What follows belongs to an exercise in optimizing a design on an open flow for small area; a production flow would make more cautious choices. The RTL was checked by simulation tests, not by an equivalence proof against the original design. Power and IR drop assume default switching activity.

==> flow/design.v <==
module mc_fifo #(
    parameter int NUM_CHANNELS      = 4,
    parameter int BUFFER_SIZE       = 16,
    parameter int DATA_WIDTH        = 32,
    parameter int ALMOST_FULL_LEVEL = 14,
    localparam int LEVEL_WIDTH      = $clog2(BUFFER_SIZE + 1)
) (
    input  logic                                clock,
    input  logic                                rst_n,
    input  logic [NUM_CHANNELS*DATA_WIDTH-1:0]  data_in,
    input  logic [NUM_CHANNELS-1:0]             data_in_valid,
    output logic [NUM_CHANNELS-1:0]             data_in_full,
    output logic [NUM_CHANNELS-1:0]             data_in_almost_full,
    output logic [NUM_CHANNELS*DATA_WIDTH-1:0]  data_out,
    output logic [NUM_CHANNELS-1:0]             data_out_valid,
    input  logic [NUM_CHANNELS-1:0]             data_out_ack,
    input  logic [NUM_CHANNELS-1:0]             flush,
    output logic [NUM_CHANNELS*LEVEL_WIDTH-1:0] level,
    output logic [NUM_CHANNELS-1:0]             overflow
);
    localparam logic [LEVEL_WIDTH-1:0] LVL_FULL = LEVEL_WIDTH'(BUFFER_SIZE);
    localparam logic [LEVEL_WIDTH-1:0] LVL_AF   = LEVEL_WIDTH'(ALMOST_FULL_LEVEL);
    localparam logic [LEVEL_WIDTH-1:0] LVL_ONE  = LEVEL_WIDTH'(1);
    for (genvar c = 0; c < NUM_CHANNELS; c++) begin : g_ch
        logic [DATA_WIDTH-1:0]  mem [BUFFER_SIZE];
        logic [LEVEL_WIDTH-1:0] lvl_q;
        logic [LEVEL_WIDTH-1:0] lvl_d;
        logic                   ovf_q;
        logic                   full;
        logic                   valid;
        logic                   push;
        logic                   pop;
        logic [BUFFER_SIZE-1:0] sel;
        logic [DATA_WIDTH-1:0]  head;
        assign full  = (lvl_q == LVL_FULL);
        assign valid = (lvl_q != '0);
        assign push = data_in_valid[c] & ~full & ~flush[c];
        assign pop  = valid & data_out_ack[c] & ~flush[c];
        always_comb begin
            lvl_d = lvl_q;
            if (flush[c])
                lvl_d = '0;
            else if (push && !pop)
                lvl_d = lvl_q + LVL_ONE;
            else if (pop && !push)
                lvl_d = lvl_q - LVL_ONE;
        end
        always_ff @(posedge clock or negedge rst_n) begin
            if (!rst_n) begin
                lvl_q <= '0;
                ovf_q <= 1'b0;
            end else begin
                lvl_q <= lvl_d;
                if (flush[c])
                    ovf_q <= 1'b0;
                else if (data_in_valid[c] && full)
                    ovf_q <= 1'b1;
            end
        end
        always_ff @(posedge clock) begin
            if (push) begin
                mem[0] <= data_in[c*DATA_WIDTH +: DATA_WIDTH];
                for (int i = 1; i < BUFFER_SIZE; i++)
                    mem[i] <= mem[i-1];
            end
        end
        mc_fifo_dec #(
            .BUFFER_SIZE(BUFFER_SIZE),
            .LEVEL_WIDTH(LEVEL_WIDTH)
        ) u_dec (
            .lvl(lvl_q),
            .sel(sel)
        );
        for (genvar b = 0; b < DATA_WIDTH; b++) begin : g_bit
            logic [BUFFER_SIZE-1:0] col;
            for (genvar i = 0; i < BUFFER_SIZE; i++) begin : g_row
                assign col[i] = mem[i][b];
            end
            mc_fifo_ohmux #(.N(BUFFER_SIZE)) u_mux (
                .sel(sel),
                .d  (col),
                .y  (head[b])
            );
        end
        assign data_out[c*DATA_WIDTH +: DATA_WIDTH] = head;
        assign level[c*LEVEL_WIDTH +: LEVEL_WIDTH]  = lvl_q;
        assign data_in_full[c]                      = full;
        assign data_in_almost_full[c]               = (lvl_q >= LVL_AF);
        assign data_out_valid[c]                    = valid;
        assign overflow[c]                          = ovf_q;
    end
endmodule
module mc_fifo_dec #(
    parameter int BUFFER_SIZE = 16,
    parameter int LEVEL_WIDTH = 5
) (
    input  logic [LEVEL_WIDTH-1:0] lvl,
    output logic [BUFFER_SIZE-1:0] sel
);
    always_comb
        for (int i = 0; i < BUFFER_SIZE; i++)
            sel[i] = (lvl == LEVEL_WIDTH'(i + 1));
endmodule
module mc_fifo_ohmux #(
    parameter int N = 16
) (
    input  logic [N-1:0] sel,
    input  logic [N-1:0] d,
    output logic         y
);
    localparam int NF = N / 3;           
    localparam int NR = N - 3 * NF;      
    localparam int NG = NF + (NR != 0);  
    logic [NG-1:0] n;
    for (genvar g = 0; g < NF; g++) begin : g_grp
        mc_fifo_aoi222 u_aoi (
            .a0(sel[3*g]),   .b0(d[3*g]),
            .a1(sel[3*g+1]), .b1(d[3*g+1]),
            .a2(sel[3*g+2]), .b2(d[3*g+2]),
            .y (n[g])
        );
    end
    if (NR == 1) begin : g_r1
        mc_fifo_nand2 u_nand (.a(sel[N-1]), .b(d[N-1]), .y(n[NG-1]));
    end else if (NR == 2) begin : g_r2
        mc_fifo_aoi22 u_aoi (
            .a0(sel[N-2]), .b0(d[N-2]),
            .a1(sel[N-1]), .b1(d[N-1]),
            .y (n[NG-1])
        );
    end
    if (NG > 4) begin : g_wide
        logic rest;
        mc_fifo_and #(.W(NG - 3)) u_and (.a(n[NG-1:3]), .y(rest));
        mc_fifo_nand #(.W(4)) u_nand (.a({rest, n[2:0]}), .y(y));
    end else begin : g_narrow
        mc_fifo_nand #(.W(NG)) u_nand (.a(n), .y(y));
    end
endmodule
module mc_fifo_aoi222 (
    input  logic a0, b0, a1, b1, a2, b2,
    output logic y
);
    assign y = ~((a0 & b0) | (a1 & b1) | (a2 & b2));
endmodule
module mc_fifo_aoi22 (
    input  logic a0, b0, a1, b1,
    output logic y
);
    assign y = ~((a0 & b0) | (a1 & b1));
endmodule
module mc_fifo_nand2 (
    input  logic a, b,
    output logic y
);
    assign y = ~(a & b);
endmodule
module mc_fifo_and #(
    parameter int W = 2
) (
    input  logic [W-1:0] a,
    output logic         y
);
    assign y = &a;
endmodule
module mc_fifo_nand #(
    parameter int W = 2
) (
    input  logic [W-1:0] a,
    output logic         y
);
    assign y = ~&a;
endmodule
Settings: LEC_CHECK=0, CAP_MARGIN=20, CORE_MARGIN=2, CORE_UTILIZATION=80, SLEW_MARGIN=20, SYNTH_HIERARCHICAL=1, SYNTH_MINIMUM_KEEP_SIZE=0; clock period 6.0 ns.
standard.sh (not shown) runs the stock make flow with config.mk's settings and CLKGATE_MAP_FILE= SYNTH_SCRIPT=/design/flow/synth_recipe.tcl, a recipe that flattens the netlist after the stock synthesis.
==> flow/flow/run.sh <==
#!/bin/bash
# Layout flow: the standard ORFS flow with three changes that only affect
# buffering:
#  - port buffers use the smallest buffer cell (every port still gets one);
#  - CTS uses small clock buffers with larger sink clusters, and inserts no
#    dummy loads.
# The full output of the flow goes to flow_standard.log in this folder; ORFS
# keeps each step's own log under orfs/logs.
set -euo pipefail
export BUFFER_PORTS_ARGS="-buffer_cell sky130_fd_sc_hd__buf_1"
export CTS_ARGS="-sink_clustering_enable -repair_clock_nets -dont_use_dummy_load -buf_list {sky130_fd_sc_hd__clkbuf_8} -sink_clustering_size 18 -sink_clustering_max_diameter 60"
bash standard.sh finish > flow_standard.log 2>&1
Then changed:
--- a/flow/flow/run.sh
+++ b/flow/flow/run.sh
@@ -9,4 +9,4 @@
 set -euo pipefail
 export BUFFER_PORTS_ARGS="-buffer_cell sky130_fd_sc_hd__buf_1"
-export CTS_ARGS="-sink_clustering_enable -repair_clock_nets -dont_use_dummy_load -buf_list {sky130_fd_sc_hd__clkbuf_8} -sink_clustering_size 18 -sink_clustering_max_diameter 60"
+export CTS_ARGS="-sink_clustering_enable -repair_clock_nets -dont_use_dummy_load -buf_list {sky130_fd_sc_hd__clkbuf_4 sky130_fd_sc_hd__clkbuf_8} -sink_clustering_size 20 -sink_clustering_max_diameter 60"
 bash standard.sh finish > flow_standard.log 2>&1
Settings changed: CORE_UTILIZATION 80 to 40.
The new run finished with timing, DRC and antenna clean.
Power rises slightly.
Cell area rises by a few percent.
Via count falls by a few percent.
Critical path depth stays the same.
Clock skew rises by 0.066 ns.
Then changed:
--- a/flow/flow/run.sh
+++ b/flow/flow/run.sh
@@ -9,4 +9,4 @@
 set -euo pipefail
 export BUFFER_PORTS_ARGS="-buffer_cell sky130_fd_sc_hd__buf_1"
-export CTS_ARGS="-sink_clustering_enable -repair_clock_nets -dont_use_dummy_load -buf_list {sky130_fd_sc_hd__clkbuf_4 sky130_fd_sc_hd__clkbuf_8} -sink_clustering_size 20 -sink_clustering_max_diameter 60"
+export CTS_ARGS="-sink_clustering_enable -repair_clock_nets -dont_use_dummy_load -buf_list {sky130_fd_sc_hd__clkbuf_8} -sink_clustering_size 20 -sink_clustering_max_diameter 60"
 bash standard.sh finish > flow_standard.log 2>&1
Settings changed: CORE_UTILIZATION 40 to 65.
Setup slack got worse by 0.13 ns. Wire length drops slightly. Design area drops slightly. Utilization climbs by 27 points. Power drops slightly.
Then changed:
==> flow/run.sh (new file) <==
#!/bin/bash
# synth_recipe.tcl (not shown) runs the flow's synth.tcl, then flattens the netlist and writes it again
# the make line also repeats each setting of config.mk as NAME=value (left out here)
make -C /OpenROAD-flow-scripts/flow DESIGN_CONFIG=/design/flow/config.mk WORK_HOME=/design/flow/orfs CLKGATE_MAP_FILE= SYNTH_SCRIPT=/design/flow/synth_recipe.tcl finish
Settings changed: CORE_UTILIZATION 65 to 40.
removed: flow/flow/run.sh
removed: flow/standard.sh
Non-clock buffer count went up by 6; synthesized area is unchanged; cell count grows by 21%; power rose by 26%; wire length rose by 3.7%; via count increases by 0.33%; design area rises by 9.9%; fmax fell by 2.8%; sequential share of layout area is lower by 7.1 points.

* * *

Another version of the RTL of mc_fifo (not shown whole).
Size in the first run: about 310 I/O pins, ~72000 um^2 of cells after synthesis.
==> flow/config.mk <==
export PLATFORM = sky130hd
export DESIGN_NAME = mc_fifo
export DESIGN_NICKNAME = mc_fifo
export VERILOG_FILES = /design/flow/design.v
export SDC_FILE = /design/flow/constraint.sdc
export NUM_CORES = 4
export LEC_CHECK = 0
export CAP_MARGIN = 0
export CORE_MARGIN = 2
export CORE_UTILIZATION = 80
export GPL_ROUTABILITY_DRIVEN = 0
export GPL_TIMING_DRIVEN = 0
export SLEW_MARGIN = 0
export SYNTH_HIERARCHICAL = 1
export SYNTH_MINIMUM_KEEP_SIZE = 0
==> flow/constraint.sdc <==
create_clock -name core_clock -period 6.0 [get_ports {clock}]
set_input_delay 1.2000 -clock core_clock [delete_from_list [all_inputs] [get_ports {clock}]]
set_output_delay 1.2000 -clock core_clock [all_outputs]
set_load 0.01 [all_outputs]
==> flow/flow/run.sh <==
#!/bin/bash
# Layout flow: the standard ORFS flow with three changes that only affect
# buffering:
#  - port buffers use the smallest buffer cell (every port still gets one);
#  - CTS uses small clock buffers with larger sink clusters, and inserts no
#    dummy loads.
# The full output of the flow goes to flow_standard.log in this folder; ORFS
# keeps each step's own log under orfs/logs.
set -euo pipefail
export BUFFER_PORTS_ARGS="-buffer_cell sky130_fd_sc_hd__buf_1"
export CTS_ARGS="-sink_clustering_enable -repair_clock_nets -dont_use_dummy_load -buf_list {sky130_fd_sc_hd__clkbuf_4} -sink_clustering_size 10 -sink_clustering_max_diameter 40"
bash standard.sh finish > flow_standard.log 2>&1
==> next run, changes <==
- GPL_ROUTABILITY_DRIVEN: 0 -> unset
- GPL_TIMING_DRIVEN: 0 -> unset
Total power decreases by 1.2%.
Routed wire length is lower by 3.9%.
Fmax drops by 5.2%.
==> next run, changes <==
--- a/flow/flow/run.sh
+++ b/flow/flow/run.sh
@@ -10,3 +10,3 @@
 export BUFFER_PORTS_ARGS="-buffer_cell sky130_fd_sc_hd__buf_1"
-export CTS_ARGS="-sink_clustering_enable -repair_clock_nets -dont_use_dummy_load -buf_list {sky130_fd_sc_hd__clkbuf_4} -sink_clustering_size 10 -sink_clustering_max_diameter 40"
+export CTS_ARGS="-sink_clustering_enable -repair_clock_nets -dont_use_dummy_load -buf_list {sky130_fd_sc_hd__clkbuf_8} -sink_clustering_size 18 -sink_clustering_max_diameter 60"
 bash standard.sh finish > flow_standard.log 2>&1
- CAP_MARGIN: 0 -> 20
- SLEW_MARGIN: 0 -> 20
After rerunning: Final area increases slightly. Via count falls slightly. Cell count is lower slightly. Setup slack improved by 0.27 ns. Synthesized cell count stays the same. Worst hold slack is better by 0.32 ns.

## static timing again, ports no longer ideal
The flow's constraints put no driver on any port. The routed layouts listed below were extracted and timed again, unchanged, in two steps.
Step 1 sets driving cells, clkbuf_16 on the clock port and buf_2 on the other inputs (assumed; they add their load-dependent delay and slew).
Step 2 also shifts input and output timing later by t, the mid clock arrival at the registers, as if the neighbouring blocks saw the same clock.
a / b / c = ideal / step 1 / step 2; a / b = the first two.
run	t, ns	setup WS [ns]	worst hold slack (ns)	worst data-port slew with drivers (ns)
the first run of note 1	0.916	0.777 / 0.706 / 1.623	0.417 / 0.409 / 0.417	0.29
the second run of note 1	0.975	0.975 / 0.903 / 1.856	0.375 / 0.324 / 0.383	0.30
the third run of note 1	0.899	0.850 / 0.774 / 1.674	0.415 / 0.415 / 0.415	0.15
the fourth run of note 1	0.901	0.699 / 0.628 / 1.528	0.430 / 0.386 / 0.430	0.23
the first run of note 2	1.188	1.002 / 0.932 / 2.010	0.150 / 0.114 / 0.418	0.28
the second run of note 2	1.221	0.728 / 0.655 / 1.876	0.116 / 0.066 / 0.421	0.24
the third run of note 2	0.911	0.995 / 0.922 / 1.833	0.433 / 0.396 / 0.433	0.24
After both steps setup and hold are still met in every run listed.
